Source: an optimization exercise on an open RTL-to-GDS flow (aim: a short achievable clock period and few clock cycles per item). Production flows keep margins and buffers that such runs may drop.
Function was not checked in any run shown here: the RTL went through the layout flow alone.
No run shown here takes its clock network from TritonCTS; it comes from the design's own scripts or RTL.
The clock input has no modelled driver; a real chip could not lean on it and would need a root buffer or a full tree.
Power is estimated from default activity; no workload was simulated.

==> flow/config.mk <==
export PLATFORM = sky130hd
export DESIGN_NAME = axi_wr_slave
export DESIGN_NICKNAME = axi_wr_slave
export VERILOG_FILES = /design/flow/design.v
export SDC_FILE = /design/flow/constraint.sdc
export NUM_CORES = 4
export LEC_CHECK = 0
export ABC_CLOCK_PERIOD_IN_PS = 1800
export CAP_MARGIN = 20
export CORE_MARGIN = 2
export CORE_UTILIZATION = 55
export GPL_TIMING_DRIVEN = 1
export PLACE_DENSITY = 0.55
export SETUP_SLACK_MARGIN = 3.6
export SLEW_MARGIN = 20
==> flow/constraint.sdc <==
create_clock -name core_clock -period 5.5 [get_ports {clk}]
set_input_delay 1.1000 -clock core_clock [delete_from_list [all_inputs] [get_ports {clk}]]
set_output_delay 1.1000 -clock core_clock [all_outputs]
set_load 0.01 [all_outputs]
==> flow/design.v <==
`default_nettype none
package axi_wr_pkg;
    localparam int ADDR_W   = 32;
    localparam int DATA_W   = 32;
    localparam int STRB_W   = DATA_W / 8;
    localparam int ID_W     = 4;
    localparam int LEN_W    = 8;
    localparam int SIZE_W   = 3;
    localparam int MAX_SIZE = 2;
    localparam int PAGE_BIT = 12;
    localparam int AW_DEPTH = 2;
    localparam int D_DEPTH  = 3;
    localparam int W_DEPTH  = 3;
    localparam int B_DEPTH  = 5;
    localparam int AW_W  = ID_W + ADDR_W + LEN_W + SIZE_W + 2;
    localparam int W_W   = DATA_W + STRB_W + 1;
    localparam int B_W   = ID_W + 2;
    localparam int MEM_W = ID_W + ADDR_W + DATA_W + STRB_W + 1;
    typedef enum logic [1:0] {
        FIXED = 2'b00,
        INCR  = 2'b01,
        WRAP  = 2'b10,
        RSVD  = 2'b11
    } burst_e;
    typedef enum logic [1:0] {
        OKAY   = 2'b00,
        SLVERR = 2'b10
    } resp_e;
    typedef struct packed {
        logic [ID_W-1:0]   id;
        logic [ADDR_W-1:0] addr;
        logic [LEN_W-1:0]  len;
        logic [SIZE_W-1:0] size;
        burst_e            burst;
    } aw_cmd_t;
    typedef struct packed {
        logic [DATA_W-1:0] data;
        logic [STRB_W-1:0] strb;
        logic              last;
    } w_beat_t;
    typedef struct packed {
        logic [ID_W-1:0] id;
        resp_e           resp;
    } b_resp_t;
    typedef struct packed {
        logic [ID_W-1:0]   id;
        logic [ADDR_W-1:0] addr;
        logic              last;
        logic              serr;
    } beat_desc_t;
    localparam int DESC_W = ID_W + ADDR_W + 2;
    typedef struct packed {
        logic [ID_W-1:0]   id;
        logic [ADDR_W-1:0] addr;
        logic [DATA_W-1:0] data;
        logic [STRB_W-1:0] strb;
        logic              last;
    } mem_wr_t;
endpackage
`default_nettype wire
`timescale 1ns/1ps
`default_nettype none
module sync_fifo #(
    parameter int WIDTH = 8,
    parameter int DEPTH = 4
) (
    input  wire logic             clk,
    input  wire logic             rst_n,
    input  wire logic             push,
    input  wire logic [WIDTH-1:0] din,
    output logic                  ready,
    input  wire logic             pop,
    output logic      [WIDTH-1:0] dout,
    output logic                  nempty
);
    localparam int PW = (DEPTH > 1) ? $clog2(DEPTH) : 1;
    logic [WIDTH-1:0] mem [DEPTH];
    logic [PW-1:0]    wr_ptr;
    logic [PW-1:0]    rd_ptr;
    logic [PW-1:0]    wr_inc;
    logic [PW-1:0]    rd_inc;
    logic [DEPTH-1:0] occ;
    logic [DEPTH-1:0] occ_up;
    logic [DEPTH-1:0] occ_dn;
    logic             ready_q;
    logic             up;
    logic             dn;
    assign ready  = ready_q;
    assign nempty = occ[0];
    assign wr_inc = (DEPTH == 1 || wr_ptr == PW'(DEPTH - 1)) ? '0 : wr_ptr + 1'b1;
    assign rd_inc = (DEPTH == 1 || rd_ptr == PW'(DEPTH - 1)) ? '0 : rd_ptr + 1'b1;
    assign up     = push && !pop;
    assign dn     = pop && !push;
    generate
        if (DEPTH == 1) begin : g_one
            assign dout   = mem[0];
            assign occ_up = 1'b1;
            assign occ_dn = 1'b0;
        end else begin : g_many
            assign dout   = mem[rd_ptr];
            assign occ_up = {occ[DEPTH-2:0], 1'b1};
            assign occ_dn = {1'b0, occ[DEPTH-1:1]};
        end
    endgenerate
    always_ff @(posedge clk) begin
        for (int i = 0; i < DEPTH; i++) begin
            if (push && wr_ptr == PW'(i)) mem[i] <= din;
        end
    end
    always_ff @(posedge clk or negedge rst_n) begin
        if (!rst_n) begin
            wr_ptr  <= '0;
            rd_ptr  <= '0;
            occ     <= '0;
        end else begin
            if (push) wr_ptr <= wr_inc;
            if (pop)  rd_ptr <= rd_inc;
            if (up)      occ <= occ_up;
            else if (dn) occ <= occ_dn;
        end
    end
    always_ff @(posedge clk) begin
        if (up)      ready_q <= !occ_up[DEPTH-1];
        else if (dn) ready_q <= 1'b1;
        else         ready_q <= !occ[DEPTH-1];
    end
endmodule
`default_nettype wire
`default_nettype none
module peek_fifo #(
    parameter int WIDTH = 8,
    parameter int DEPTH = 3
) (
    input  wire logic             clk,
    input  wire logic             rst_n,
    input  wire logic             push,
    input  wire logic [WIDTH-1:0] din,
    output logic                  ready,
    input  wire logic             pop,
    output logic      [WIDTH-1:0] head,
    output logic      [WIDTH-1:0] head2,
    output logic      [DEPTH-1:0] occ
);
    localparam int PW = $clog2(DEPTH);
    logic [WIDTH-1:0] mem [DEPTH];
    logic [PW-1:0]    wr_ptr;
    logic [PW-1:0]    rd_ptr;
    logic [PW-1:0]    wr_inc;
    logic [PW-1:0]    rd_inc;
    logic [DEPTH-1:0] occ_q;
    logic [DEPTH-1:0] occ_up;
    logic [DEPTH-1:0] occ_dn;
    logic             ready_q;
    logic             up;
    logic             dn;
    assign ready  = ready_q;
    assign occ    = occ_q;
    assign wr_inc = (wr_ptr == PW'(DEPTH - 1)) ? '0 : wr_ptr + 1'b1;
    assign rd_inc = (rd_ptr == PW'(DEPTH - 1)) ? '0 : rd_ptr + 1'b1;
    assign head   = mem[rd_ptr];
    assign head2  = mem[rd_inc];
    assign occ_up = {occ_q[DEPTH-2:0], 1'b1};
    assign occ_dn = {1'b0, occ_q[DEPTH-1:1]};
    assign up     = push && !pop;
    assign dn     = pop && !push;
    always_ff @(posedge clk) begin
        for (int i = 0; i < DEPTH; i++) begin
            if (push && wr_ptr == PW'(i)) mem[i] <= din;
        end
    end
    always_ff @(posedge clk or negedge rst_n) begin
        if (!rst_n) begin
            wr_ptr  <= '0;
            rd_ptr  <= '0;
            occ_q   <= '0;
        end else begin
            if (push) wr_ptr <= wr_inc;
            if (pop)  rd_ptr <= rd_inc;
            if (up)      occ_q <= occ_up;
            else if (dn) occ_q <= occ_dn;
        end
    end
    always_ff @(posedge clk) begin
        if (up)      ready_q <= !occ_up[DEPTH-1];
        else if (dn) ready_q <= 1'b1;
        else         ready_q <= !occ_q[DEPTH-1];
    end
endmodule
`default_nettype wire
`timescale 1ns/1ps
`default_nettype none
module aw_decode (
    input  wire axi_wr_pkg::aw_cmd_t            cmd,
    output logic [6:0]                          mask,
    output logic                                fixed,
    output logic                                size_err
);
    always_comb begin
        mask     = ~(7'h7f << cmd.size);
        fixed    = (cmd.burst == axi_wr_pkg::FIXED);
        size_err = (cmd.size > axi_wr_pkg::SIZE_W'(axi_wr_pkg::MAX_SIZE));
    end
endmodule
`default_nettype wire
`timescale 1ns/1ps
`default_nettype none
module burst_engine (
    input  wire logic                      clk,
    input  wire logic                      rst_n,
    input  wire axi_wr_pkg::aw_cmd_t       cmd,
    input  wire logic                      cmd_nempty,
    output logic                           cmd_pop,
    input  wire axi_wr_pkg::w_beat_t       beat,
    input  wire axi_wr_pkg::w_beat_t       beat2,
    input  wire logic [1:0]                beat_occ,
    output logic                           beat_pop,
    output axi_wr_pkg::mem_wr_t            mem,
    output logic                           mem_we,
    input  wire logic                      mem_ready,
    input  wire logic                      can_start,
    output logic                           start,
    output logic                           resp_push,
    output logic                           resp_size_err,
    output logic [axi_wr_pkg::ID_W-1:0]    resp_id
);
    localparam int PB = axi_wr_pkg::PAGE_BIT;
    localparam int AW = axi_wr_pkg::ADDR_W;
    localparam int DW = axi_wr_pkg::DESC_W;
    logic                              act_q;
    logic [axi_wr_pkg::ID_W-1:0]       id_q;
    logic [AW-1:0]                     addr_q;
    logic [axi_wr_pkg::LEN_W-1:0]      rem_q;
    logic                              rz_q;
    logic [6:0]                        mask_q;
    logic                              fixed_q;
    logic                              serr_q;
    logic [6:0]                        dec_mask;
    logic                              dec_fixed;
    logic                              dec_serr;
    axi_wr_pkg::beat_desc_t            desc_in;
    axi_wr_pkg::beat_desc_t            desc;
    axi_wr_pkg::beat_desc_t            desc2;
    logic [axi_wr_pkg::D_DEPTH-1:0]    desc_occ;
    logic                              desc_ready;
    axi_wr_pkg::mem_wr_t               mem_q;
    axi_wr_pkg::mem_wr_t               mem_cur;
    axi_wr_pkg::mem_wr_t               mem_next;
    logic                              mem_we_q;
    logic                              write;
    logic                              pres_q;
    logic                              we_nxt;
    logic                              desc_pop;
    logic                              fire;
    logic                              gen;
    logic                              load;
    logic [PB-1:0]                     filled;
    logic [PB-1:0]                     stepped;
    logic [7:0]                        size_bit;
    logic                              next_carry;
    logic                              load_carry;
    logic                              carry_q;
    aw_decode u_aw_decode (
        .cmd      (cmd),
        .mask     (dec_mask),
        .fixed    (dec_fixed),
        .size_err (dec_serr)
    );
    assign gen     = act_q && desc_ready;
    assign load    = cmd_nempty && can_start && (!act_q || (gen && rz_q));
    assign start   = load;
    assign cmd_pop = load;
    assign filled     = addr_q[PB-1:0] | {5'd0, mask_q};
    assign stepped    = filled + 1'b1;
    assign size_bit   = {1'b0, mask_q} ^ {mask_q, 1'b1};
    assign next_carry = (&(addr_q[PB-1:0] | {4'd0, mask_q, 1'b1})) &&
                        !(|(addr_q[7:0] & size_bit));
    assign load_carry = &(cmd.addr[PB-1:0] | {5'd0, dec_mask});
    always_ff @(posedge clk or negedge rst_n) begin
        if (!rst_n) act_q <= 1'b0;
        else if (load) act_q <= 1'b1;
        else if (gen && rz_q) act_q <= 1'b0;
    end
    always_ff @(posedge clk) begin
        if (load) begin
            id_q    <= cmd.id;
            addr_q  <= cmd.addr;
            rem_q   <= cmd.len;
            rz_q    <= (cmd.len == 8'd0);
            mask_q  <= dec_mask;
            fixed_q <= dec_fixed;
            serr_q  <= dec_serr;
            carry_q <= load_carry;
        end else if (gen) begin
            rem_q <= rem_q - 1'b1;
            rz_q  <= (rem_q == 8'd1);
            if (fixed_q) begin
                addr_q[PB-1:0] <= addr_q[PB-1:0] & ~{5'd0, mask_q};
            end else if (!carry_q) begin
                addr_q[PB-1:0] <= stepped;
                carry_q        <= next_carry;
            end
        end
    end
    always_comb begin
        desc_in.id   = id_q;
        desc_in.addr = addr_q;
        desc_in.last = rz_q;
        desc_in.serr = serr_q;
    end
    peek_fifo #(
        .WIDTH (DW),
        .DEPTH (axi_wr_pkg::D_DEPTH)
    ) u_desc_fifo (
        .clk    (clk),
        .rst_n  (rst_n),
        .push   (gen),
        .din    (desc_in),
        .ready  (desc_ready),
        .pop    (desc_pop),
        .head   (desc),
        .head2  (desc2),
        .occ    (desc_occ)
    );
    assign write    = pres_q && mem_ready;
    assign beat_pop = write && beat_occ[0];
    assign desc_pop = write && desc_occ[0];
    assign fire     = desc_pop && desc.last;
    assign mem           = mem_q;
    assign mem_we        = mem_we_q;
    assign resp_push     = fire;
    assign resp_size_err = desc.serr;
    assign resp_id       = desc.id;
    always_comb begin
        mem_cur.id    = desc.id;
        mem_cur.addr  = desc.addr;
        mem_cur.data  = beat.data;
        mem_cur.strb  = beat.strb;
        mem_cur.last  = beat.last;
        mem_next.id   = desc2.id;
        mem_next.addr = desc2.addr;
        mem_next.data = beat2.data;
        mem_next.strb = beat2.strb;
        mem_next.last = beat2.last;
    end
    always_ff @(posedge clk or negedge rst_n) begin
        if (!rst_n) begin
            mem_we_q <= 1'b0;
        end else begin
            mem_we_q <= we_nxt;
        end
    end
    assign we_nxt = write ? (desc_occ[1] && beat_occ[1]) : (desc_occ[0] && beat_occ[0]);
    always_ff @(posedge clk) begin
        pres_q <= we_nxt;
        mem_q  <= write ? mem_next : mem_cur;
    end
endmodule
`default_nettype wire
`timescale 1ns/1ps
`default_nettype none
module wresp_gen (
    input  wire logic                        clk,
    input  wire logic                        rst_n,
    input  wire logic                        start,
    output logic                             can_start,
    input  wire logic                        push,
    input  wire logic                        size_err,
    input  wire logic [axi_wr_pkg::ID_W-1:0] id,
    output axi_wr_pkg::b_resp_t              b,
    output logic                             b_valid,
    input  wire logic                        b_ready
);
    localparam int CAP = axi_wr_pkg::B_DEPTH;
    axi_wr_pkg::b_resp_t         new_resp;
    axi_wr_pkg::b_resp_t         q_head;
    axi_wr_pkg::b_resp_t         q_head2;
    logic [axi_wr_pkg::B_DEPTH-1:0] q_occ;
    axi_wr_pkg::b_resp_t         b_q;
    logic                        b_valid_q;
    logic                        bv_q;
    logic                        bv_nxt;
    axi_wr_pkg::b_resp_t         b_at0;
    axi_wr_pkg::b_resp_t         b_at1;
    logic                        b_pop;
    logic [CAP-1:0]              out_q;
    always_comb begin
        new_resp.id   = id;
        new_resp.resp = size_err ? axi_wr_pkg::SLVERR : axi_wr_pkg::OKAY;
    end
    assign b         = b_q;
    assign b_valid   = b_valid_q;
    assign b_pop     = bv_q && b_ready && q_occ[0];
    assign can_start = !out_q[CAP-1];
    peek_fifo #(
        .WIDTH (axi_wr_pkg::B_W),
        .DEPTH (axi_wr_pkg::B_DEPTH)
    ) u_b_fifo (
        .clk    (clk),
        .rst_n  (rst_n),
        .push   (push),
        .din    (new_resp),
        .ready  (),
        .pop    (b_pop),
        .head   (q_head),
        .head2  (q_head2),
        .occ    (q_occ)
    );
    always_ff @(posedge clk or negedge rst_n) begin
        if (!rst_n) begin
            b_valid_q <= 1'b0;
            out_q     <= '0;
        end else begin
            b_valid_q <= bv_nxt;
            case ({start, b_pop})
                2'b10:   out_q <= {out_q[CAP-2:0], 1'b1};
                2'b01:   out_q <= {1'b0, out_q[CAP-1:1]};
                default: out_q <= out_q;
            endcase
        end
    end
    assign bv_nxt = b_pop ? (q_occ[1] || push) : (q_occ[0] || push);
    assign b_at0  = q_occ[0] ? q_head : new_resp;
    assign b_at1  = q_occ[1] ? q_head2 : new_resp;
    always_ff @(posedge clk) begin
        bv_q <= bv_nxt;
        b_q  <= b_pop ? b_at1 : b_at0;
    end
endmodule
`default_nettype wire
`timescale 1ns/1ps
`default_nettype none
module axi_wr_slave (
    input  wire logic                  clk,
    input  wire logic                  rst_n,
    input  wire axi_wr_pkg::aw_cmd_t   aw,
    input  wire logic                  aw_valid,
    output logic                       aw_ready,
    input  wire axi_wr_pkg::w_beat_t   w,
    input  wire logic                  w_valid,
    output logic                       w_ready,
    output axi_wr_pkg::b_resp_t        b,
    output logic                       b_valid,
    input  wire logic                  b_ready,
    output axi_wr_pkg::mem_wr_t        mem,
    output logic                       mem_we,
    input  wire logic                  mem_ready
);
    axi_wr_pkg::aw_cmd_t           aw_head;
    axi_wr_pkg::w_beat_t           w_head;
    axi_wr_pkg::w_beat_t           w_head2;
    logic [axi_wr_pkg::W_DEPTH-1:0] w_occ;
    logic                          aw_nempty;
    logic                          aw_pop;
    logic                          w_pop;
    logic                          can_start;
    logic                          start;
    logic                          resp_push;
    logic                          resp_size_err;
    logic [axi_wr_pkg::ID_W-1:0]   resp_id;
    sync_fifo #(
        .WIDTH (axi_wr_pkg::AW_W),
        .DEPTH (axi_wr_pkg::AW_DEPTH)
    ) u_aw_fifo (
        .clk    (clk),
        .rst_n  (rst_n),
        .push   (aw_valid && aw_ready),
        .din    (aw),
        .ready  (aw_ready),
        .pop    (aw_pop),
        .dout   (aw_head),
        .nempty (aw_nempty)
    );
    peek_fifo #(
        .WIDTH (axi_wr_pkg::W_W),
        .DEPTH (axi_wr_pkg::W_DEPTH)
    ) u_w_fifo (
        .clk    (clk),
        .rst_n  (rst_n),
        .push   (w_valid && w_ready),
        .din    (w),
        .ready  (w_ready),
        .pop    (w_pop),
        .head   (w_head),
        .head2  (w_head2),
        .occ    (w_occ)
    );
    burst_engine u_burst_engine (
        .clk           (clk),
        .rst_n         (rst_n),
        .cmd           (aw_head),
        .cmd_nempty    (aw_nempty),
        .cmd_pop       (aw_pop),
        .beat          (w_head),
        .beat2         (w_head2),
        .beat_occ      (w_occ[1:0]),
        .beat_pop      (w_pop),
        .mem           (mem),
        .mem_we        (mem_we),
        .mem_ready     (mem_ready),
        .can_start     (can_start),
        .start         (start),
        .resp_push     (resp_push),
        .resp_size_err (resp_size_err),
        .resp_id       (resp_id)
    );
    wresp_gen u_wresp_gen (
        .clk       (clk),
        .rst_n     (rst_n),
        .start     (start),
        .can_start (can_start),
        .push      (resp_push),
        .size_err  (resp_size_err),
        .id        (resp_id),
        .b         (b),
        .b_valid   (b_valid),
        .b_ready   (b_ready)
    );
endmodule
`default_nettype wire
==> flow/flow/run.sh <==
#!/bin/bash
# Standard synthesis and layout with three changes:
# - the clock tree: the clock port feeds four first-level clock buffers,
#   each feeding a share of 24 leaf buffers placed at the centres of
#   flip-flop clusters, so every flip-flop sees two clock buffers
#   (balanced, lower insertion delay than the stock H-tree);
# - sizing may change a cell's footprint (MATCH_CELL_FOOTPRINT=0);
# - port buffering and timing repair do not use delay cells (nodly.tcl).
# Each step's full output goes to a log of its own here.
set -euo pipefail
here=$(pwd)
nd="$here/flow/nodly.tcl"
hooks=(MATCH_CELL_FOOTPRINT=0 PRE_FLOORPLAN_TCL="$nd" PRE_GLOBAL_PLACE_TCL="$nd"
       PRE_RESIZE_TCL="$nd" PRE_REPAIR_TIMING_POST_PLACE_TCL="$nd" PRE_DETAIL_PLACE_TCL="$nd"
       PRE_GLOBAL_ROUTE_TCL="$nd" PRE_DETAIL_ROUTE_TCL="$nd")
bash standard.sh synth > "$here/log_1_synth.log" 2>&1
bash standard.sh "${hooks[@]}" floorplan place > "$here/log_2_place.log" 2>&1
bash standard.sh "${hooks[@]}" PRE_CTS_TCL="$here/flow/cts_tree.tcl" cts > "$here/log_3_cts.log" 2>&1
bash standard.sh "${hooks[@]}" finish > "$here/log_4_finish.log" 2>&1
==> flow/flow/cts_tree.tcl <==
# Manual two-level clock tree: the clock port feeds NROOT first-level
# buffers, each feeding its share of NLEAF leaf buffers, each leaf feeding
# a cluster of flip-flop clock pins (k-means on pin location, with a cap
# on the cluster size so every leaf carries about the same load).
proc kmeans {pts k iters} {
  # pts: list of {x y}; returns list of cluster index per point and centroids
  set n [llength $pts]
  set cents {}
  # seed: sort by x then pick evenly spaced
  set sorted [lsort -real -index 0 $pts]
  for {set i 0} {$i < $k} {incr i} { lappend cents [lindex $sorted [expr {int(($i + 0.5) * $n / $k)}]] }
  set asg [lrepeat $n 0]
  for {set it 0} {$it < $iters} {incr it} {
    set asg {}
    foreach p $pts {
      lassign $p x y
      set best 0; set bd 1e18; set ci 0
      foreach c $cents { lassign $c cx cy; set d [expr {($x-$cx)*($x-$cx)+($y-$cy)*($y-$cy)}]; if {$d < $bd} {set bd $d; set best $ci}; incr ci }
      lappend asg $best
    }
    set sx [lrepeat $k 0.0]; set sy [lrepeat $k 0.0]; set sn [lrepeat $k 0]
    foreach p $pts a $asg { lassign $p x y; lset sx $a [expr {[lindex $sx $a]+$x}]; lset sy $a [expr {[lindex $sy $a]+$y}]; lset sn $a [expr {[lindex $sn $a]+1}] }
    set nc {}
    for {set i 0} {$i < $k} {incr i} { if {[lindex $sn $i] > 0} { lappend nc [list [expr {[lindex $sx $i]/[lindex $sn $i]}] [expr {[lindex $sy $i]/[lindex $sn $i]}]] } else { lappend nc [lindex $cents $i] } }
    set cents $nc
  }
  return [list $asg $cents]
}

# Capacity-limited k-means: no cluster gets more than cap points.
proc balanced_kmeans {pts k iters cap} {
  lassign [kmeans $pts $k $iters] asg cents
  set n [llength $pts]
  for {set it 0} {$it < $iters} {incr it} {
    set pairs {}
    set i 0
    foreach p $pts {
      lassign $p x y
      set ci 0
      foreach c $cents {
        lassign $c cx cy
        lappend pairs [list [expr {abs($x-$cx)+abs($y-$cy)}] $i $ci]
        incr ci
      }
      incr i
    }
    set pairs [lsort -real -index 0 $pairs]
    set asg [lrepeat $n -1]
    set cnt [lrepeat $k 0]
    foreach pr $pairs {
      lassign $pr d i ci
      if {[lindex $asg $i] >= 0 || [lindex $cnt $ci] >= $cap} continue
      lset asg $i $ci
      lset cnt $ci [expr {[lindex $cnt $ci] + 1}]
    }
    set sx [lrepeat $k 0.0]; set sy [lrepeat $k 0.0]; set sn [lrepeat $k 0]
    foreach p $pts a $asg { lassign $p x y; lset sx $a [expr {[lindex $sx $a]+$x}]; lset sy $a [expr {[lindex $sy $a]+$y}]; lset sn $a [expr {[lindex $sn $a]+1}] }
    set nc {}
    for {set c 0} {$c < $k} {incr c} { if {[lindex $sn $c] > 0} { lappend nc [list [expr {[lindex $sx $c]/[lindex $sn $c]}] [expr {[lindex $sy $c]/[lindex $sn $c]}]] } else { lappend nc [lindex $cents $c] } }
    set cents $nc
  }
  return [list $asg $cents]
}

proc build_tree {nroot nleaf bufname {leafname ""}} {
  if {$leafname eq ""} { set leafname $bufname }
  set block [ord::get_db_block]
  set master [[ord::get_db] findMaster $leafname]
  set rmaster [[ord::get_db] findMaster $bufname]
  set clknet [$block findNet clk]
  # sinks
  set sinks {}; set pts {}
  foreach it [$clknet getITerms] {
    set inst [$it getInst]
    if {[[$inst getMaster] isSequential] || [string match "*df*" [[$inst getMaster] getName]]} {
      lassign [$inst getLocation] x y
      lappend sinks $it; lappend pts [list $x $y]
    }
  }
  puts "sinks [llength $sinks]"
  # About 18 flip-flops per leaf buffer at most
  set nleaf [expr {max($nleaf, ([llength $sinks] + 17) / 18)}]
  puts "leaf buffers $nleaf"
  set cap [expr {([llength $sinks] + $nleaf - 1) / $nleaf + 1}]
  lassign [balanced_kmeans $pts $nleaf 8 $cap] asg cents
  # leaf buffers
  set leaves {}
  for {set i 0} {$i < $nleaf} {incr i} {
    set b [odb::dbInst_create $block $master "clkleaf_$i"]
    set n [odb::dbNet_create $block "clknet_leaf_$i"]
    $n setSigType CLOCK
    lassign [lindex $cents $i] cx cy
    $b setLocation [expr {int($cx)}] [expr {int($cy)}]
    $b setPlacementStatus PLACED
    [$b findITerm X] connect $n
    lappend leaves $b
  }
  foreach it $sinks a $asg { $it disconnect; $it connect [$block findNet "clknet_leaf_$a"] }
  # first level: cluster the leaves
  set lpts {}
  foreach c $cents { lappend lpts $c }
  set rcap [expr {($nleaf + $nroot - 1) / $nroot}]
  lassign [balanced_kmeans $lpts $nroot 8 $rcap] rasg rcents
  for {set r 0} {$r < $nroot} {incr r} {
    set b [odb::dbInst_create $block $rmaster "clkroot_$r"]
    set n [odb::dbNet_create $block "clknet_root_$r"]
    $n setSigType CLOCK
    lassign [lindex $rcents $r] cx cy
    $b setLocation [expr {int($cx)}] [expr {int($cy)}]
    $b setPlacementStatus PLACED
    [$b findITerm X] connect $n
    [$b findITerm A] connect $clknet
  }
  foreach l $leaves a $rasg { [$l findITerm A] connect [$block findNet "clknet_root_$a"] }
  $clknet setSigType CLOCK
}

# Run from cts.tcl's PRE_CTS hook: build the tree here and leave
# clock_tree_synthesis with nothing to do. The rest of the CTS step
# (legalisation, timing repair, checks) runs as usual.
source [file join [file dirname [info script]] nodly.tcl]
source [file join [file dirname [info script]] outfix.tcl]
fix_outputs sky130_fd_sc_hd__buf_4 sky130_fd_sc_hd__buf_2
build_tree 4 40 sky130_fd_sc_hd__clkbuf_16 sky130_fd_sc_hd__clkbuf_8
rename clock_tree_synthesis ""
proc clock_tree_synthesis {args} { puts "manual clock tree in place; clock_tree_synthesis skipped" }
==> flow/flow/nodly.tcl <==
# Keep delay cells out of port buffering and timing repair: sizing picks
# them as "larger" buffers although they are slow. Hold is met without them.
set_dont_use [get_lib_cells {sky130_fd_sc_hd__clkdlybuf4s* sky130_fd_sc_hd__dlygate* sky130_fd_sc_hd__dlymetal*}]
==> flow/flow/outfix.tcl <==
# For each output port: the port buffer, and the flip-flop that drives it.
proc out_pairs {} {
  set block [ord::get_db_block]
  set pairs {}
  foreach bt [$block getBTerms] {
    if {[$bt getIoType] ne "OUTPUT"} continue
    set net [$bt getNet]
    set drv ""
    foreach it [$net getITerms] { if {[$it isOutputSignal]} { set drv $it } }
    if {$drv eq ""} continue
    set buf [$drv getInst]
    set ain ""
    foreach it [$buf getITerms] { if {[$it isInputSignal]} { set ain $it } }
    if {$ain eq ""} continue
    set ff ""
    foreach it [[$ain getNet] getITerms] { if {[$it isOutputSignal]} { set ff [$it getInst] } }
    if {$ff eq "" || ![[$ff getMaster] isSequential]} continue
    lappend pairs [list $buf $ff $ain]
  }
  return $pairs
}

# Move each output flip-flop next to its port buffer, give the port buffer
# more drive, and hang the flip-flop's other loads off a buffer of their own
# so the flip-flop output sees only the port buffer and that one buffer.
proc fix_outputs {bufcell splitcell} {
  set block [ord::get_db_block]
  set db [ord::get_db]
  set bm [$db findMaster $bufcell]
  set sm [$db findMaster $splitcell]
  set n 0; set s 0
  foreach p [out_pairs] {
    lassign $p buf ff ain
    lassign [$buf getLocation] x y
    $ff setLocation $x $y
    if {$bufcell ne ""} { $buf swapMaster $bm }
    set qnet [$ain getNet]
    set others {}
    foreach it [$qnet getITerms] {
      if {[$it isInputSignal] && [$it getInst] ne $buf} { lappend others $it }
    }
    if {[llength $others] > 0} {
      # A wide internal fanout gets a strong buffer
      set m [expr {[llength $others] > 4 ? [$db findMaster sky130_fd_sc_hd__buf_12] : $sm}]
      set sb [odb::dbInst_create $block $m "outsplit_$s"]
      set sn [odb::dbNet_create $block "outsplit_net_$s"]
      $sb setLocation $x $y
      $sb setPlacementStatus PLACED
      foreach it $others { $it disconnect; $it connect $sn }
      foreach it [$sb getITerms] {
        if {[$it isInputSignal]} { $it connect $qnet }
        if {[$it isOutputSignal]} { $it connect $sn }
      }
      incr s
    }
    incr n
  }
  puts "fixed $n output flip-flops, split $s"
}
==> flow/standard.sh <==
#!/bin/bash
# synth_recipe.tcl (not shown) runs the flow's synth.tcl, then flattens the netlist and writes it again
# the make line also repeats each setting of config.mk as NAME=value (left out here)
make -C /OpenROAD-flow-scripts/flow DESIGN_CONFIG=/design/flow/config.mk WORK_HOME=/design/flow/orfs CLKGATE_MAP_FILE= SYNTH_SCRIPT=/design/flow/synth_recipe.tcl "${@:-finish}"
==> results of run 1 <==
-- power breakdown --
part	leakage (nW)	switching (mW)	internal, mW	total [mW]
sequential	4.89	0.813	5.99	6.80
combinational	4.20	4.20	3.17	7.38
clock	0.337	1.13	0.787	1.92
-- final timing paths --
| path | startpoint | to | slack (ns) | cells past startpoint |
|---|---|---|---|---|
| setup / recovery | u_burst_engine.mem_we_q | mem_we | 3.51 | 1 |
| hold / removal | u_burst_engine.addr_q[20] | u_burst_engine.u_desc_fifo.mem[2][22] | 0.47 | 0 |
| setup reg to reg | u_burst_engine.mask_q[2] | u_burst_engine.addr_q[5] | 3.55 | 5 |
| hold reg to reg | u_burst_engine.addr_q[20] | u_burst_engine.u_desc_fifo.mem[2][22] | 0.47 | 0 |
| max in group asynchronous | rst_n | u_burst_engine.u_desc_fifo.rd_ptr[0] | 4.13 | 2 |
| min in group asynchronous | rst_n | u_wresp_gen.u_b_fifo.occ_q[1] | 0.65 | 1 |
-- flip-flops by register name (all words and copies together), names as in the netlist, 4 cells and up --
signal and flops:
u_wresp_gen.u_b_fifo.mem 25, u_w_fifo.mem 111, u_wresp_gen.out_q 5, u_wresp_gen.b_q 5, u_burst_engine.rem_q 8, u_burst_engine.mem_q 73, u_aw_fifo.mem 98, u_wresp_gen.u_b_fifo.occ_q 5
u_burst_engine.addr_q 32, u_burst_engine.u_desc_fifo.mem 114, u_burst_engine.mask_q 7, u_burst_engine.id_q 4
-- cell usage after synthesis (all sizes together) (10+ instances only) --
library cell and instances:
edfxtp 403, nand2 130, o21ai 118, a21oi 104, a22oi 83, dfxtp 83
a211oi 82, a22o 73, clkbuf 69, dfrtp 37, nor2 35, inv 31
ha 29, mux2 29, buf 24, mux2i 24, nand3 18, nor3 14
nor2b 12, o22ai 12, xnor2 11, and2 10
-- placed cells by master, fill, tap and decap left out, types with 12 or more instances in the layout --
cell type / count
buf_8: 13
buf_12: 16
a22oi_1: 81
nand3_1: 13
a211oi_2: 45
a21oi_1: 76
buf_1: 140
mux2i_1: 22
dfxtp_2: 70
buf_2: 33
dfrtp_1: 32
mux2_2: 29
clkbuf_8: 40
a22o_1: 73
buf_6: 127
clkbuf_16: 24
nand2_1: 120
a211oi_1: 35
dfxtp_1: 12
clkbuf_4: 13
edfxtp_1: 403
o21ai_1: 24
inv_1: 20
a21oi_2: 24
buf_4: 25
o21ai_0: 89
nor2_1: 25
ha_4: 16
-- per-stage QoR --
step	hold WS, ns	instances	util	area, um^2
floorplan	0.440	1521	-	21100
global placement	0.443	2131	0.589	22100
detailed placement	0.456	2132	0.589	22100
CTS	0.456	2341	0.689	25900
global route	0.488	2396	0.713	26800
finish	0.469	2397	0.713	26800
-- layout make-up --
cell class	count	area (um^2)	area share
sequential	523	14800	0.552
antenna	1	2.50	0.0000934
multi-input combinational	890	7030	0.263
buffer	46	661	0.0247
timing repair inverter	1	8.76	0.000327
inverter	31	149	0.00556
tap	511	639	0.0239
timing repair buffer	394	3500	0.131
-- metal layers --
metal  share of wire  wire [um]  up-vias
met4           0.030       1670        2
met2            0.50      28000      535
met3           0.068       3770      126
met5         0.00029         16        -
met1            0.40      22200     7287
li1                -          -     6611
-- kinds of logic (layout without fill, tap and decap cells) --
logic type               after synthesis  after routing
adder cells (fa/ha/maj)               29             29
other                                  1              2
buffers and inverters                124            472
multiplexers                          53             53
AND/OR/NAND/NOR                      261            277
flip-flops                           523            523
AO/OA/AOI/OAI                        513            513
XOR/XNOR                              17             17
-- timing repair --
item / CTS / global route
setup endpoints to repair: 563 / 277
pin swaps: 42 / 20
setup buffers: 110 / 55
cloned: 53 / 0
gates resized for setup: 371 / 218
==> impl_metrics.json, run 1 <==
{
  "status": "no timing/DRC/antenna violations",
  "synth.avg_cell_area_um2": 13.7,
  "clk_latency_ns": 0.37,
  "worst_slew_pin_slew_ns": 0.786,
  "drc": 0,
  "crit_family": "flip-flops",
  "rows": 71,
  "synth_top_family_by_area": "compound AO/OA/AOI/OAI gates",
  "crit_type": "reg -> out",
  "critPathCaptureType": "output port",
  "post-place-ws_ns": 2.35,
  "synth_xor_area_frac": 0.00712,
  "synth.net_count": 1642,
  "via_per_inst": 6.07,
  "grt_use_met2": 0.485,
  "cts.clk_slew.worst_paths_ns": 0.10,
  "yosys_warnings": 11,
  "synthFlopType": "edfxtp_1",
  "die_x_um": 199,
  "start_kind": "flop",
  "cp.arrival_ns": 0.89,
  "num-fill-cells": 2515,
  "cellLeakagePower_nw": 9.42,
  "met1_usage": 0.359,
  "setup_violations": 0,
  "synth_compound_gate_area_share": 0.163,
  "die_height_um": 199,
  "skew_ns": 0.0530,
  "die_area_um2": 39600,
  "ys_ff_latch": 523,
  "layout.nets": 2008,
  "max_freq_ghz": 0.503,
  "drt_iter0_drc": 1166,
  "relSlewSlack": 0.472,
  "required_ns": 4.40,
  "crit_chain": "buf_6",
  "rsz0062_at_grt": "yes",
  "drtPass1Iterations": 5,
  "area_growth_pct": 28.1,
  "p_total_mw": 16.1,
  "syn_inst": 1521,
  "hold_buffers": 0,
  "min_path_type": "reg -> reg",
  "synth_top_area_cell": "edfxtp_1",
  "power_density_nw_per_um2": 601,
  "synthAdderAreaFrac": 0.0174,
  "grt_max_degree": 45,
  "finalCritPeriodShare": 0.362,
  "ant_nets": 0,
  "use_met3": 0.0376,
  "synth_area_leaders": "edfxtp_1 58%, dfxtp_1 7.9%, dfrtp_1 4.4%",
  "gp_congestion": 0.827,
  "ioPinCount": 175,
  "synthArstFlopShare": 0.0707,
  "fin_setup_tns_ns": 0,
  "finalHoldViolCount": 0,
  "drive_gt1_frac": 0.322,
  "cpPeakStageDelay_ns": 0.39,
  "wire_per_inst_um": 23.2,
  "min_period_ns": 1.99,
  "fin_ws_ns": 3.51,
  "path_buf_inv": 1,
  "synth_cell_types": 62,
  "finalWirelength_mm": 55.7,
  "syn-cell-area_um2": 20900,
  "io_buffer_count": 173,
  "cp_max_fo": 1,
  "vias": 14600,
  "yosysSeqAreaShare": 0.702,
  "yosys.area_share.simple": 0.0580,
  "initial_utilization": 0.556,
  "muxShareOfSynthArea": 0.0271,
  "grt_pass1_vias": 14400,
  "coreArea_um2": 37600,
  "cap_violations": 0,
  "grt_overflow": 0,
  "crit_slowest_cell": "dfrtp_1",
  "busiest_layer": "met2",
  "grt_pass1_wl_mm": 82.7,
  "ir_drop_mv": 0.356,
  "drv_slew": 0,
  "antenna_found_initial": 1,
  "dpl.hpwl_mm": 26.9,
  "yosysTopAreaCellShare": 0.579,
  "synth_edf_count": 403,
  "track_usage": 0.274
}
==> run 2: changes to the inputs <==
--- a/flow/design.v
+++ b/flow/design.v
@@ -255,6 +255,12 @@
     logic                              load;
     logic [PB-1:0]                     filled;
     logic [PB-1:0]                     stepped;
+    logic [PB-1:0]                     ones_below;
+    logic [PB-1:0]                     pre1;
+    logic [PB-1:0]                     pre2;
+    logic [PB-1:0]                     pre4;
+    logic [PB-1:0]                     pre8;
+    logic [PB-1:0]                     pre16;
     logic [7:0]                        size_bit;
     logic                              next_carry;
     logic                              load_carry;
@@ -270,7 +276,15 @@
     assign start   = load;
     assign cmd_pop = load;
     assign filled     = addr_q[PB-1:0] | {5'd0, mask_q};
-    assign stepped    = filled + 1'b1;
+    always_comb begin
+        pre1 = filled;
+        for (int i = 0; i < PB; i++) pre2[i] = (i >= 1) ? (pre1[i] & pre1[i-1]) : pre1[i];
+        for (int i = 0; i < PB; i++) pre4[i] = (i >= 2) ? (pre2[i] & pre2[i-2]) : pre2[i];
+        for (int i = 0; i < PB; i++) pre8[i] = (i >= 4) ? (pre4[i] & pre4[i-4]) : pre4[i];
+        for (int i = 0; i < PB; i++) pre16[i] = (i >= 8) ? (pre8[i] & pre8[i-8]) : pre8[i];
+        ones_below = {pre16[PB-2:0], 1'b1};
+        stepped    = filled ^ ones_below;
+    end
     assign size_bit   = {1'b0, mask_q} ^ {mask_q, 1'b1};
     assign next_carry = (&(addr_q[PB-1:0] | {4'd0, mask_q, 1'b1})) &&
                         !(|(addr_q[7:0] & size_bit));
==> impl_metrics.json, run 2 <==
{
  "status": "no timing/DRC/antenna violations",
  "die_height_um": 199,
  "crit_chain": "buf_6",
  "initial_utilization": 0.556,
  "drt_iter0_drc": 1115,
  "final_cell_count_no_fill": 2330,
  "drtPass1Iterations": 7,
  "grt_max_degree": 75,
  "rows": 71,
  "layout.nets": 1941,
  "clock_power_share": 0.118,
  "synthFlopType": "edfxtp_1",
  "vias": 14100,
  "p_seq_frac": 0.418,
  "synth.net_count": 1624,
  "cap_violations": 0,
  "synth_edf_count": 403,
  "p_sw_mw": 6.27,
  "critPathCaptureType": "output port",
  "drive_gt1_frac": 0.318,
  "grt_pass1_vias": 13900,
  "intPower_mw": 9.89,
  "top_register": "u_burst_engine.u_desc_fifo.mem",
  "r2r-start": "u_aw_fifo.rd_ptr",
  "dpl.hpwl_mm": 27.0,
  "path_buf_inv": 1,
  "fin_setup_tns_ns": 0,
  "required_ns": 4.40,
  "antenna_found_initial": 1,
  "ir_drop_mv": 0.337,
  "comb_power_share": 0.464,
  "cpPeakStageDelay_ns": 0.39,
  "skew_ns": 0.0492,
  "synth_top_area_cell": "edfxtp_1",
  "ant_nets": 0,
  "r2r-end": "u_burst_engine.carry_q",
  "crit_cells": 1,
  "placedCellCount": 2113,
  "wire_per_inst_um": 23.3,
  "coreArea_um2": 37500,
  "relSlewSlack": 0.441,
  "grt_overflow": 0,
  "crit_family": "flip-flops",
  "min_period_ns": 1.98,
  "hold_buffers": 0,
  "rsz0062_at_grt": "yes",
  "largest_register_ffs": 114,
  "die_x_um": 199,
  "crit_slowest_cell": "dfrtp_1",
  "min_path_type": "reg -> reg",
  "start_kind": "flop",
  "yosysSeqAreaShare": 0.705,
  "die_area_um2": 39500,
  "layout_common_cells": "403 x edfxtp_1, 128 x buf_1, 115 x nand2_1",
  "crit_type": "reg -> out",
  "finalCritPeriodShare": 0.360,
  "grt_pass1_wl_mm": 79.9,
  "synth.avg_cell_area_um2": 13.9,
  "clk_latency_ns": 0.37,
  "yosys_warnings": 11,
  "yosysTopAreaCellShare": 0.581,
  "track_usage": 0.264,
  "swShare": 0.388,
  "layout_commonest_cell": "edfxtp_1",
  "crit_end": "b_valid",
  "startpoint": "u_wresp_gen.b_valid_q",
  "cts.clk_slew.worst_paths_ns": 0.09,
  "synthArstFlopShare": 0.0707,
  "finalHoldViolCount": 0,
  "synth_cell_types": 58,
  "worst_slew_pin_slew_ns": 0.838,
  "cp.arrival_ns": 0.88,
  "syn-cell-area_um2": 20800,
  "gp_congestion": 0.872,
  "syn_inst": 1503,
  "reg.largest.list": "u_burst_engine.u_desc_fifo.mem x114, u_w_fifo.mem x111, u_aw_fifo.mem x98",
  "ys_top_cells_by_count": "403 x edfxtp_1, 121 x nand2_1, 116 x o21ai_0, 105 x a21oi_1, 83 x dfxtp_1",
  "synth.most_common_cell": "edfxtp_1",
  "via_per_inst": 6.06,
  "power_density_nw_per_um2": 611,
  "rrSetupSlack_ns": 3.59,
  "area_growth_pct": 26.9,
  "drc": 0,
  "cp_max_fo": 1,
  "setup_violations": 0,
  "cellLeakagePower_nw": 9.26,
  "ioPinCount": 175,
  "synth_area_leaders": "edfxtp_1 58%, dfxtp_1 8.0%, dfrtp_1 4.4%",
  "drv_slew": 0,
  "ys_ff_latch": 523,
  "max_freq_ghz": 0.505,
  "worst-r2r-cell-count": 6,
  "io_buffer_count": 173,
  "finalWirelength_mm": 54.2
}
==> run 2: layout make-up <==
type                            instances  area (um^2)
Fill cell                            2543        11000
Antenna cell                            1         2.50
Inverter                               29          131
Buffer                                 46          661
Sequential cell                       523        14800
Timing Repair inverter                  1         8.76
Multi-Input combinational cell        876         7240
Tap cell                              511          639
Timing Repair Buffer                  343         2980
==> run 2: power by group through the flow <==
stage                     Clock, mW  Sequential, mW  Combinational, mW
after floorplan                   0            6.62               3.37
after global placement            0            6.74               4.72
after detailed placement          0            6.77               4.80
after CTS                      1.45            6.78               6.84
after global routing           2.09            6.88               8.09
final                          1.90            6.76               7.50
==> run 2: worst min path at each step <==
stage | from | end | slack (ns) | cells after the start
2_1_floorplan | u_burst_engine.serr_q | u_burst_engine.u_desc_fifo.mem[0][0] | 0.44 | 0
3_3_place_gp | u_burst_engine.id_q[0] | u_burst_engine.u_desc_fifo.mem[0][34] | 0.45 | 0
3_5_place_dp | u_burst_engine.addr_q[31] | u_burst_engine.u_desc_fifo.mem[2][33] | 0.46 | 0
4_1_cts | u_burst_engine.addr_q[31] | u_burst_engine.u_desc_fifo.mem[2][33] | 0.46 | 0
5_1_grt | u_burst_engine.addr_q[18] | u_burst_engine.u_desc_fifo.mem[0][20] | 0.49 | 0
6_report | u_burst_engine.addr_q[31] | u_burst_engine.u_desc_fifo.mem[2][33] | 0.47 | 0
==> run 2: cells by family (layout without fill, tap and decap cells) <==
group                      count (synthesis)  in the layout  share of synthesized area
DFF                                      523            523                      0.705
AOI/OAI and AO/OA                        507            507                      0.161
and+or+nand+nor                          243            260                     0.0543
buffers and inverters                    121            419                     0.0230
muxes                                     61             61                     0.0313
adders and majority gates                 29             29                     0.0174
xor gates and xnor gates                  18             18                    0.00757
other                                      1              2                   0.000180
==> run 2: metrics by stage <==
stage               total power, mW  worst slack [ns]  hold WS, ns   util  cell area (um^2)
floorplan                      9.99              2.89        0.440      -             21100
global placement               11.5              2.31        0.446  0.588             22100
detailed placement             11.6              2.30        0.457  0.589             22100
CTS                            15.1              3.24        0.457  0.682             25600
global route                   17.1              3.48        0.491  0.705             26400
finish                         16.2              3.52        0.474  0.705             26400
==> run 2: worst register-to-register path, delay by kind of cell (launching register included) <==
kind / cells / cell delay [ns]
simple gates: 3 / 0.79
flops: 1 / 0.52
buf+inv: 1 / 0.17
compound gates: 2 / 0.29
==> run 2: repair_timing <==
item,in CTS,in global routing
setup endpoints to repair,588,296
gates cloned,37,0
setup buffers,80,53
resized for setup,364,186
pin swaps,46,22
==> run 2: layer usage <==
metal  track usage  part of all wire
met1         0.359              0.42
met2         0.453              0.49
met3        0.0332             0.064
met4        0.0669             0.026
met5             0                 0
==> run 3: changes to the inputs <==
--- a/flow/flow/cts_tree.tcl
+++ b/flow/flow/cts_tree.tcl
@@ -1,7 +1,6 @@
 # Manual two-level clock tree: the clock port feeds NROOT first-level
 # buffers, each feeding its share of NLEAF leaf buffers, each leaf feeding
-# a cluster of flip-flop clock pins (k-means on pin location, with a cap
-# on the cluster size so every leaf carries about the same load).
+# a cluster of flip-flop clock pins (k-means on pin location).
 proc kmeans {pts k iters} {
   # pts: list of {x y}; returns list of cluster index per point and centroids
   set n [llength $pts]
@@ -62,11 +61,9 @@
   return [list $asg $cents]
 }
 
-proc build_tree {nroot nleaf bufname {leafname ""}} {
-  if {$leafname eq ""} { set leafname $bufname }
+proc build_tree {nroot nleaf bufname} {
   set block [ord::get_db_block]
-  set master [[ord::get_db] findMaster $leafname]
-  set rmaster [[ord::get_db] findMaster $bufname]
+  set master [[ord::get_db] findMaster $bufname]
   set clknet [$block findNet clk]
   # sinks
   set sinks {}; set pts {}
@@ -102,7 +99,7 @@
   set rcap [expr {($nleaf + $nroot - 1) / $nroot}]
   lassign [balanced_kmeans $lpts $nroot 8 $rcap] rasg rcents
   for {set r 0} {$r < $nroot} {incr r} {
-    set b [odb::dbInst_create $block $rmaster "clkroot_$r"]
+    set b [odb::dbInst_create $block $master "clkroot_$r"]
     set n [odb::dbNet_create $block "clknet_root_$r"]
     $n setSigType CLOCK
     lassign [lindex $rcents $r] cx cy
@@ -121,6 +118,6 @@
 source [file join [file dirname [info script]] nodly.tcl]
 source [file join [file dirname [info script]] outfix.tcl]
 fix_outputs sky130_fd_sc_hd__buf_4 sky130_fd_sc_hd__buf_2
-build_tree 4 40 sky130_fd_sc_hd__clkbuf_16 sky130_fd_sc_hd__clkbuf_8
+build_tree 4 32 sky130_fd_sc_hd__clkbuf_16
 rename clock_tree_synthesis ""
 proc clock_tree_synthesis {args} { puts "manual clock tree in place; clock_tree_synthesis skipped" }
==> impl_metrics.json, run 3 <==
{
  "status": "no timing/DRC/antenna violations",
  "cellLeakagePower_nw": 9.45,
  "min_path_type": "reg -> reg",
  "ir_drop_mv": 0.452,
  "path_buf_inv": 1,
  "ys_ff_latch": 523,
  "cap_violations": 0,
  "final_cell_count_no_fill": 2344,
  "drive_gt1_frac": 0.331,
  "vias": 14300,
  "via_per_inst": 6.10,
  "drv_slew": 0,
  "layout.nets": 1954,
  "rrSetupSlack_ns": 3.57,
  "track_usage": 0.267,
  "cts.clk_slew.worst_paths_ns": 0.08,
  "crit_family": "flip-flops",
  "crit_slowest_cell": "dfrtp_1",
  "yosysTopAreaCellShare": 0.581,
  "min_period_ns": 1.99,
  "io_buffer_count": 173,
  "drtPass1Iterations": 8,
  "clk_latency_ns": 0.38,
  "die_x_um": 199,
  "finalWirelength_mm": 55.7,
  "max_freq_ghz": 0.503,
  "ioPinCount": 175,
  "layout_commonest_cell": "edfxtp_1",
  "start_kind": "flop",
  "wire_per_inst_um": 23.8,
  "placedCellCount": 2113,
  "setup_violations": 0,
  "coreArea_um2": 37500,
  "crit_chain": "buf_6",
  "area_growth_pct": 30.1,
  "synth_top_area_cell": "edfxtp_1",
  "cp_max_fo": 1,
  "antenna_found_initial": 2,
  "cpPeakStageDelay_ns": 0.38,
  "skew_ns": 0.0428,
  "yosys_warnings": 11,
  "synth_area_leaders": "edfxtp_1 58%, dfxtp_1 8.0%, dfrtp_1 4.4%",
  "ant_nets": 0,
  "synthArstFlopShare": 0.0707,
  "post-place-ws_ns": 2.30,
  "power_density_nw_per_um2": 624,
  "synth_edf_count": 403,
  "synth.net_count": 1624,
  "finalHoldViolCount": 0,
  "crit_type": "reg -> out",
  "gp_congestion": 0.872,
  "required_ns": 4.40,
  "relSlewSlack": 0.455,
  "die_area_um2": 39500,
  "fin_ws_ns": 3.51,
  "cp.arrival_ns": 0.89,
  "grt_pass1_wl_mm": 80.8,
  "yosysSeqAreaShare": 0.705,
  "syn_inst": 1503,
  "layout_common_cells": "403 x edfxtp_1, 140 x buf_1, 115 x nand2_1",
  "synth.most_common_cell": "edfxtp_1",
  "ys_top_cells_by_count": "403 x edfxtp_1, 121 x nand2_1, 116 x o21ai_0, 105 x a21oi_1, 83 x dfxtp_1",
  "finalCritPeriodShare": 0.361,
  "synth.avg_cell_area_um2": 13.9,
  "grt_pass1_vias": 13900,
  "drt_iter0_drc": 1207,
  "num-fill-cells": 2460,
  "initial_utilization": 0.556,
  "syn-cell-area_um2": 20800,
  "critPathCaptureType": "output port",
  "rows": 71,
  "top_register": "u_burst_engine.u_desc_fifo.mem",
  "fin_setup_tns_ns": 0,
  "drc": 0,
  "synthFlopType": "edfxtp_1",
  "largest_register_ffs": 114,
  "rsz0062_at_grt": "yes",
  "worst_slew_pin_slew_ns": 0.818,
  "reg.largest.list": "u_burst_engine.u_desc_fifo.mem x114, u_w_fifo.mem x111, u_aw_fifo.mem x98",
  "dpl.hpwl_mm": 27.0,
  "grt_overflow": 0,
  "synth_cell_types": 58,
  "grt_max_degree": 75,
  "die_height_um": 199
}
## run 3: cell types whose count changed in the layout (fill, tap and decap cells not counted), sizes merged
cell	delta
clkbuf	-9
nand2	+4
buf	+20
diode	+1
and3	-2
## run 3: cells by family after synthesis
family | count (synthesis) | synth area share
other | 1 | 0.000180
flip-flops | 523 | 0.705
AO/OA/AOI/OAI | 507 | 0.161
XOR/XNOR | 18 | 0.00757
AND/OR/NAND/NOR | 243 | 0.0543
multiplexers | 61 | 0.0313
buffers and inverters | 121 | 0.0230
adder cells (fa/ha/maj) | 29 | 0.0174
## run 3: worst paths after layout
kind                                                start                               endpoint  cells after the start
setup reg to reg           u_wresp_gen.u_b_fifo.rd_ptr[0]                     u_wresp_gen.b_q[3]                      6
max in group asynchronous                           rst_n                       u_aw_fifo.rd_ptr                      1
hold / removal                  u_burst_engine.addr_q[28]  u_burst_engine.u_desc_fifo.mem[1][30]                      0
min in group asynchronous                           rst_n                       u_aw_fifo.wr_ptr                      1
setup / recovery                    u_wresp_gen.b_valid_q                                b_valid                      1
hold reg to reg                 u_burst_engine.addr_q[28]  u_burst_engine.u_desc_fifo.mem[1][30]                      0
## run 3: cell type report
type | count | area [um^2] | area share
Buffer | 38 | 911 | 0.0336
Antenna cell | 2 | 5.00 | 0.000185
Multi-Input combinational cell | 878 | 7460 | 0.275
Inverter | 29 | 126 | 0.00466
Timing Repair Buffer | 362 | 3160 | 0.117
Sequential cell | 523 | 14800 | 0.546
Tap cell | 511 | 639 | 0.0236
Timing Repair inverter | 1 | 8.76 | 0.000323
## run 3: per-stage QoR
step / instance area [um^2] / total power, mW / hold slack (ns) / util
floorplan: 21100 / 9.99 / 0.440 / -
global placement: 22100 / 11.5 / 0.446 / 0.588
detailed placement: 22100 / 11.6 / 0.457 / 0.589
CTS: 26100 / 15.7 / 0.457 / 0.696
global route: 27100 / 17.8 / 0.462 / 0.723
finish: 27100 / 16.9 / 0.449 / 0.723
## run 3: power by group
group	switching [mW]	total, mW	internal (mW)
Combinational	4.52	7.80	3.28
Clock	1.17	2.33	1.16
Sequential	0.816	6.80	5.98
## run 3: per-layer routing
| layer | GRT usage | share of wire | vias to the layer above |
|---|---|---|---|
| met2 | 0.463 | 0.50 | 536 |
| met1 | 0.368 | 0.41 | 7200 |
| met4 | 0.0630 | 0.028 | 0 |
| li1 | - | - | 6481 |
| met3 | 0.0242 | 0.063 | 91 |
| met5 | 0 | 0 | - |
## run 3: timing repair
item                       in CTS  in global routing
gates resized for setup       396                226
cloned                         39                  1
buffers inserted               93                 58
pin swaps                      53                 25
hold buffers                    0                  0
setup endpoints to repair     589                319
==> run 4: changes to the inputs <==
--- a/flow/design.v
+++ b/flow/design.v
@@ -255,12 +255,6 @@
     logic                              load;
     logic [PB-1:0]                     filled;
     logic [PB-1:0]                     stepped;
-    logic [PB-1:0]                     ones_below;
-    logic [PB-1:0]                     pre1;
-    logic [PB-1:0]                     pre2;
-    logic [PB-1:0]                     pre4;
-    logic [PB-1:0]                     pre8;
-    logic [PB-1:0]                     pre16;
     logic [7:0]                        size_bit;
     logic                              next_carry;
     logic                              load_carry;
@@ -276,15 +270,7 @@
     assign start   = load;
     assign cmd_pop = load;
     assign filled     = addr_q[PB-1:0] | {5'd0, mask_q};
-    always_comb begin
-        pre1 = filled;
-        for (int i = 0; i < PB; i++) pre2[i] = (i >= 1) ? (pre1[i] & pre1[i-1]) : pre1[i];
-        for (int i = 0; i < PB; i++) pre4[i] = (i >= 2) ? (pre2[i] & pre2[i-2]) : pre2[i];
-        for (int i = 0; i < PB; i++) pre8[i] = (i >= 4) ? (pre4[i] & pre4[i-4]) : pre4[i];
-        for (int i = 0; i < PB; i++) pre16[i] = (i >= 8) ? (pre8[i] & pre8[i-8]) : pre8[i];
-        ones_below = {pre16[PB-2:0], 1'b1};
-        stepped    = filled ^ ones_below;
-    end
+    assign stepped    = filled + 1'b1;
     assign size_bit   = {1'b0, mask_q} ^ {mask_q, 1'b1};
     assign next_carry = (&(addr_q[PB-1:0] | {4'd0, mask_q, 1'b1})) &&
                         !(|(addr_q[7:0] & size_bit));
==> impl_metrics.json, run 4 <==
{
  "max_freq_ghz": 0.501,
  "power_density_nw_per_um2": 619,
  "via_per_inst": 6.09,
  "cp_max_fo": 1,
  "num-fill-cells": 2383,
  "synth_top_family_by_area": "compound AO/OA/AOI/OAI gates",
  "status": "no timing/DRC/antenna violations",
  "yosysSeqAreaShare": 0.702,
  "die_height_um": 199,
  "setup_violations": 0,
  "crit_slowest_cell": "dfrtp_1",
  "gp_congestion": 0.827,
  "crit_family": "flip-flops",
  "cpPeakStageDelay_ns": 0.39,
  "muxShareOfSynthArea": 0.0271,
  "grt_max_degree": 45,
  "seq_area_um2": 14800,
  "hold_buffers": 0,
  "drc": 0,
  "synth_xor_area_frac": 0.00712,
  "initial_utilization": 0.556,
  "yosysTopAreaCellShare": 0.579,
  "synthFlopType": "edfxtp_1",
  "top_register": "u_burst_engine.u_desc_fifo.mem",
  "track_usage": 0.277,
  "min_from": "u_burst_engine.addr_q[17]",
  "clk_latency_ns": 0.37,
  "drtPass1Iterations": 5,
  "cts.clk_slew.worst_paths_ns": 0.08,
  "skew_ns": 0.0316,
  "crit_chain": "buf_6",
  "crit_cells": 1,
  "critPathCaptureType": "output port",
  "rows": 71,
  "antenna_found_initial": 3,
  "synthArstFlopShare": 0.0707,
  "multiInputGateArea_um2": 7140,
  "r2r-end": "u_burst_engine.addr_q[5]",
  "worst-r2r-cell-count": 5,
  "reg.largest.list": "u_burst_engine.u_desc_fifo.mem x114, u_w_fifo.mem x111, u_aw_fifo.mem x98",
  "min_path_type": "reg -> reg",
  "ant_nets": 0,
  "r2r-start": "u_burst_engine.mask_q[2]",
  "antenna_cells": 0,
  "path_buf_inv": 1,
  "required_ns": 4.40,
  "post-place-ws_ns": 2.35,
  "whs_path_depth": 0,
  "drive_gt1_frac": 0.339,
  "wire_per_inst_um": 23.8,
  "ys_top_cells_by_count": "403 x edfxtp_1, 130 x nand2_1, 117 x o21ai_0, 103 x a21oi_1",
  "die_area_um2": 39600,
  "cellLeakagePower_nw": 9.60,
  "cap_violations": 0,
  "yosys.area_share.simple": 0.0580,
  "finalHoldViolCount": 0,
  "largest_register_ffs": 114,
  "ys_ff_latch": 523,
  "layout.nets": 1994,
  "rsz0062_at_grt": "yes",
  "layout_common_cells": "403 x edfxtp_1, 135 x buf_6, 135 x buf_1",
  "synth_compound_gate_area_share": 0.163,
  "crit_type": "reg -> out",
  "vias": 14500,
  "synth_cell_types": 62,
  "drt_iter0_drc": 1285,
  "hold_end": "u_burst_engine.u_desc_fifo.mem[0][19]",
  "synthAdderAreaFrac": 0.0174,
  "syn_inst": 1521,
  "fin_ws_ns": 3.51,
  "yosys_warnings": 11,
  "layout_commonest_cell": "edfxtp_1",
  "die_x_um": 199,
  "drv_slew": 0,
  "synth.net_count": 1642,
  "coreArea_um2": 37600,
  "grt_overflow": 0,
  "relSlewSlack": 0.467,
  "synth.most_common_cell": "edfxtp_1",
  "finalCritPeriodShare": 0.363,
  "dpl.hpwl_mm": 26.9,
  "synth_edf_count": 403,
  "start_kind": "flop",
  "rrSetupSlack_ns": 3.56,
  "grt_pass1_wl_mm": 83.4,
  "ioPinCount": 175,
  "synth_area_leaders": "edfxtp_1 58%, dfxtp_1 7.9%, dfrtp_1 4.4%",
  "min_period_ns": 1.99,
  "ir_drop_mv": 0.412,
  "finalWirelength_mm": 56.6,
  "worst_slew_pin_slew_ns": 0.793,
  "grt_pass1_vias": 14300,
  "fin_setup_tns_ns": 0,
  "cp.arrival_ns": 0.89,
  "area_growth_pct": 30.6,
  "io_buffer_count": 173,
  "syn-cell-area_um2": 20900,
  "synth_top_area_cell": "edfxtp_1",
  "synth.avg_cell_area_um2": 13.7
}
run 4: repair_timing:
action | in CTS | in global routing
pin swaps | 36 | 32
buffers inserted | 108 | 49
resized for setup | 375 | 270
endpoints found under the setup margin | 563 | 288
hold endpoints to repair | 0 | 0
cloned | 54 | 1
run 4: stage by stage:
| step | util | hold WS, ns | instance area [um^2] | total power [mW] | std cells |
|---|---|---|---|---|---|
| finish | 0.727 | 0.471 | 27300 | 16.9 | 2382 |
| global placement | 0.589 | 0.443 | 22100 | 11.4 | 2131 |
| CTS | 0.699 | 0.457 | 26300 | 15.6 | 2332 |
| floorplan | - | 0.440 | 21100 | 10.0 | 1521 |
| detailed placement | 0.589 | 0.456 | 22100 | 11.6 | 2132 |
| global route | 0.727 | 0.491 | 27300 | 17.7 | 2382 |
run 4: layout make-up:
class,count,area share
well taps,511,0.0234
repair inverters,1,0.000321
repair buffers,391,0.134
flip-flops and latches,523,0.542
inverters,31,0.00545
multi-input cells,887,0.261
plain buffers,38,0.0333
run 4: metal layers:
layer / wire length (um) / global-route usage
met5: 29 / 0
met3: 3840 / 0.0342
met2: 28700 / 0.485
met1: 22900 / 0.376
met4: 1180 / 0.0544
run 4: cell families after synthesis:
| group | count (synthesis) |
|---|---|
| compound gates | 513 |
| xor+xnor | 17 |
| fa+ha+maj | 29 |
| buf+inv | 124 |
| flops | 523 |
| mux | 53 |
| other cells | 1 |
| simple gates | 261 |
run 4: worst max path at each step:
stage	from	to	slack, ns
2_1_floorplan	w_valid	u_w_fifo.mem[1][0]	2.89
3_3_place_gp	aw_valid	u_aw_fifo.mem[0][40]	2.37
3_5_place_dp	aw_valid	u_aw_fifo.mem[0][40]	2.35
4_1_cts	mem_ready	u_wresp_gen.u_b_fifo.mem[4][2]	3.23
5_1_grt	u_burst_engine.mem_we_q	mem_we	3.47
6_report	u_burst_engine.mem_we_q	mem_we	3.51
run 4: power breakdown:
| group | internal [mW] | total (mW) | switching [mW] |
|---|---|---|---|
| clock | 1.16 | 2.34 | 1.18 |
| sequential | 6.00 | 6.87 | 0.866 |
| combinational | 3.38 | 7.69 | 4.31 |
| total | 10.5 | 16.9 | 6.35 |
==> run 5: changes to the inputs <==
--- a/flow/flow/cts_tree.tcl
+++ b/flow/flow/cts_tree.tcl
@@ -117,6 +117,7 @@
 # (legalisation, timing repair, checks) runs as usual.
 source [file join [file dirname [info script]] nodly.tcl]
 source [file join [file dirname [info script]] outfix.tcl]
+pin_pull
 fix_outputs sky130_fd_sc_hd__buf_4 sky130_fd_sc_hd__buf_2
 build_tree 4 32 sky130_fd_sc_hd__clkbuf_16
 rename clock_tree_synthesis ""
--- a/flow/flow/outfix.tcl
+++ b/flow/flow/outfix.tcl
@@ -57,3 +57,24 @@
   }
   puts "fixed $n output flip-flops, split $s"
 }
+
+# Move each output port buffer into the core next to its pin, and its
+# flip-flop with it (fix_outputs then puts the flip-flop by the buffer
+# again); legalisation settles them into free sites.
+proc pin_pull {} {
+  set block [ord::get_db_block]
+  set core [$block getCoreArea]
+  set cx0 [$core xMin]; set cy0 [$core yMin]; set cx1 [$core xMax]; set cy1 [$core yMax]
+  foreach p [out_pairs] {
+    lassign $p buf ff ain
+    set bt ""
+    foreach it [[[$buf findITerm X] getNet] getBTerms] { set bt $it }
+    set bb [$bt getBBox]
+    set px [expr {([$bb xMin] + [$bb xMax]) / 2}]
+    set py [expr {([$bb yMin] + [$bb yMax]) / 2}]
+    set x [expr {min(max($px, $cx0), $cx1 - 5000)}]
+    set y [expr {min(max($py, $cy0), $cy1 - 3000)}]
+    $buf setLocation $x $y
+    $ff setLocation $x $y
+  }
+}
==> impl_metrics.json, run 5 <==
{
  "status": "no timing/DRC/antenna violations",
  "rows": 71,
  "gp_congestion": 0.827,
  "met1_usage": 0.366,
  "yosysTopAreaCellShare": 0.579,
  "finalWirelength_mm": 57.1,
  "layout_commonest_cell": "edfxtp_1",
  "cts.clk_slew.worst_paths_ns": 0.07,
  "rsz0062_at_grt": "yes",
  "max_freq_ghz": 0.507,
  "power_density_nw_per_um2": 619,
  "ys_top_cells_by_count": "403 x edfxtp_1, 130 x nand2_1, 117 x o21ai_0, 103 x a21oi_1",
  "top_register": "u_burst_engine.u_desc_fifo.mem",
  "ys_ff_latch": 523,
  "hold_buffers": 0,
  "ioPinCount": 175,
  "largest_register_ffs": 114,
  "grt_max_degree": 45,
  "clk_latency_ns": 0.37,
  "synth_top_area_cell": "edfxtp_1",
  "p_sw_mw": 6.52,
  "via_per_inst": 6.10,
  "fin_setup_tns_ns": 0,
  "grt_pass1_wl_mm": 83.3,
  "dpl.hpwl_mm": 26.9,
  "track_usage": 0.276,
  "finalCritPeriodShare": 0.359,
  "crit_type": "reg -> out",
  "die_area_um2": 39600,
  "cp.arrival_ns": 0.87,
  "die_x_um": 199,
  "drv_slew": 0,
  "drtPass1Iterations": 6,
  "grt_use_met2": 0.490,
  "crit_family": "flip-flops",
  "antenna_found_initial": 2,
  "synth_edf_count": 403,
  "p_seq_frac": 0.401,
  "min_path_type": "reg -> reg",
  "setup_violations": 0,
  "drc": 0,
  "die_height_um": 199,
  "syn_inst": 1521,
  "crit_slowest_cell": "dfrtp_1",
  "clock_power_share": 0.137,
  "syn-cell-area_um2": 20900,
  "synthFlopType": "edfxtp_1",
  "critPathCaptureType": "output port",
  "seq_area_um2": 14800,
  "worst_slew_pin_slew_ns": 0.804,
  "use_met3": 0.0300,
  "path_buf_inv": 1,
  "synthArstFlopShare": 0.0707,
  "io_buffer_count": 173,
  "yosysSeqAreaShare": 0.702,
  "reg.largest.list": "u_burst_engine.u_desc_fifo.mem x114, u_w_fifo.mem x111, u_aw_fifo.mem x98",
  "yosys_warnings": 11,
  "synth.avg_cell_area_um2": 13.7,
  "coreArea_um2": 37600,
  "busiest_layer": "met2",
  "relSlewSlack": 0.459,
  "area_growth_pct": 31.6,
  "cpPeakStageDelay_ns": 0.39,
  "ir_drop_mv": 0.413,
  "skew_ns": 0.0304,
  "required_ns": 4.40,
  "ant_nets": 0,
  "comb_power_share": 0.461,
  "crit_chain": "buf_6",
  "start_kind": "flop",
  "finalHoldViolCount": 0,
  "drive_gt1_frac": 0.340,
  "swShare": 0.383,
  "num-fill-cells": 2405,
  "multiInputGateArea_um2": 7490,
  "drt_iter0_drc": 1193,
  "initial_utilization": 0.556,
  "grt_overflow": 0,
  "cap_violations": 0,
  "layout_common_cells": "403 x edfxtp_1, 135 x buf_1, 120 x nand2_1",
  "synth.net_count": 1642,
  "grt_pass1_vias": 14400,
  "intPower_mw": 10.5,
  "min_period_ns": 1.97,
  "cellLeakagePower_nw": 9.58,
  "vias": 14600,
  "synth_cell_types": 62,
  "cp_max_fo": 1,
  "synth_area_leaders": "edfxtp_1 58%, dfxtp_1 7.9%, dfrtp_1 4.4%",
  "wire_per_inst_um": 23.9,
  "layout.nets": 1995,
  "synth.most_common_cell": "edfxtp_1",
  "p_total_mw": 17.0
}
-- run 5: changes by cell type in the layout (fill, tap and decap cells not counted), sizes merged --
cell and delta:
buf -1, clkbuf -2, diode +4, nand2 +4
-- run 5: metrics by stage --
| stage | hold WS [ns] | area [um^2] | utilization | cells | setup WS, ns |
|---|---|---|---|---|---|
| 2_1_floorplan | 0.440 | 21100 | - | 1521 | 2.89 |
| 3_3_place_gp | 0.443 | 22100 | 0.589 | 2131 | 2.37 |
| 3_5_place_dp | 0.456 | 22100 | 0.589 | 2132 | 2.35 |
| 4_1_cts | 0.456 | 26600 | 0.708 | 2329 | 3.23 |
| 5_1_grt | 0.477 | 27500 | 0.732 | 2383 | 3.50 |
| 6_report | 0.470 | 27500 | 0.732 | 2387 | 3.53 |
-- run 5: worst paths after layout --
path / startpoint / endpoint / slack, ns / cells past startpoint
worst max-delay path: u_burst_engine.mem_we_q / mem_we / 3.53 / 1
min in group asynchronous: rst_n / u_aw_fifo.occ[1] / 0.66 / 1
worst max register to register: u_burst_engine.u_desc_fifo.rd_ptr[1] / u_wresp_gen.b_q[1] / 3.57 / 8
worst min register to register: u_burst_engine.addr_q[17] / u_burst_engine.u_desc_fifo.mem[0][19] / 0.47 / 0
max in group asynchronous: rst_n / u_burst_engine.u_desc_fifo.rd_ptr[1] / 4.13 / 2
worst min-delay path: u_burst_engine.addr_q[17] / u_burst_engine.u_desc_fifo.mem[0][19] / 0.47 / 0
-- run 5: cells by family after synthesis --
| kind of cell | count (synthesis) | share of synthesized area |
|---|---|---|
| AOI/OAI and AO/OA | 513 | 0.163 |
| xor gates and xnor gates | 17 | 0.00712 |
| adders and majority gates | 29 | 0.0174 |
| buffers and inverters | 124 | 0.0245 |
| DFF | 523 | 0.702 |
| muxes | 53 | 0.0271 |
| other | 1 | 0.000179 |
| and+or+nand+nor | 261 | 0.0580 |
-- run 5: area by class of cell --
class / instances / area share
Sequential cell: 523 / 0.537
Multi-Input combinational cell: 891 / 0.272
Timing Repair Buffer: 388 / 0.128
Buffer: 38 / 0.0331
Tap cell: 511 / 0.0232
Inverter: 31 / 0.00541
Antenna cell: 4 / 0.000364
Timing Repair inverter: 1 / 0.000318
-- run 5: power groups by stage --
stage / logic (mW) / clock network (mW) / registers, mW
floorplan: 3.38 / 0 / 6.65
global placement: 4.71 / 0 / 6.74
detailed placement: 4.82 / 0 / 6.78
CTS: 7.15 / 1.88 / 6.85
global route: 8.43 / 2.50 / 6.96
finish: 7.86 / 2.34 / 6.84
-- run 5: worst register-to-register path: stages, from the launching register on --
cell	delay, ns
dfrtp_2	0.44
inv_4	0.09
ha_4	0.17
buf_8	0.11
buf_1	0.13
buf_1	0.21
a22oi_1	0.09
a21o_1	0.27
a221oi_2	0.33
-- run 5: per-layer routing --
metal / wire length [um] / vias to the layer above / share of wire
li1: - / 6573 / -
met1: 22800 / 7293 / 0.40
met2: 29000 / 576 / 0.51
met3: 3710 / 116 / 0.065
met4: 1560 / 2 / 0.027
met5: 18 / - / 0.00031
-- run 5: what timing repair did --
action	CTS	global route
cloned	57	0
setup endpoints to repair	563	278
setup buffers	102	54
resized for setup	448	224
pin swaps	46	29
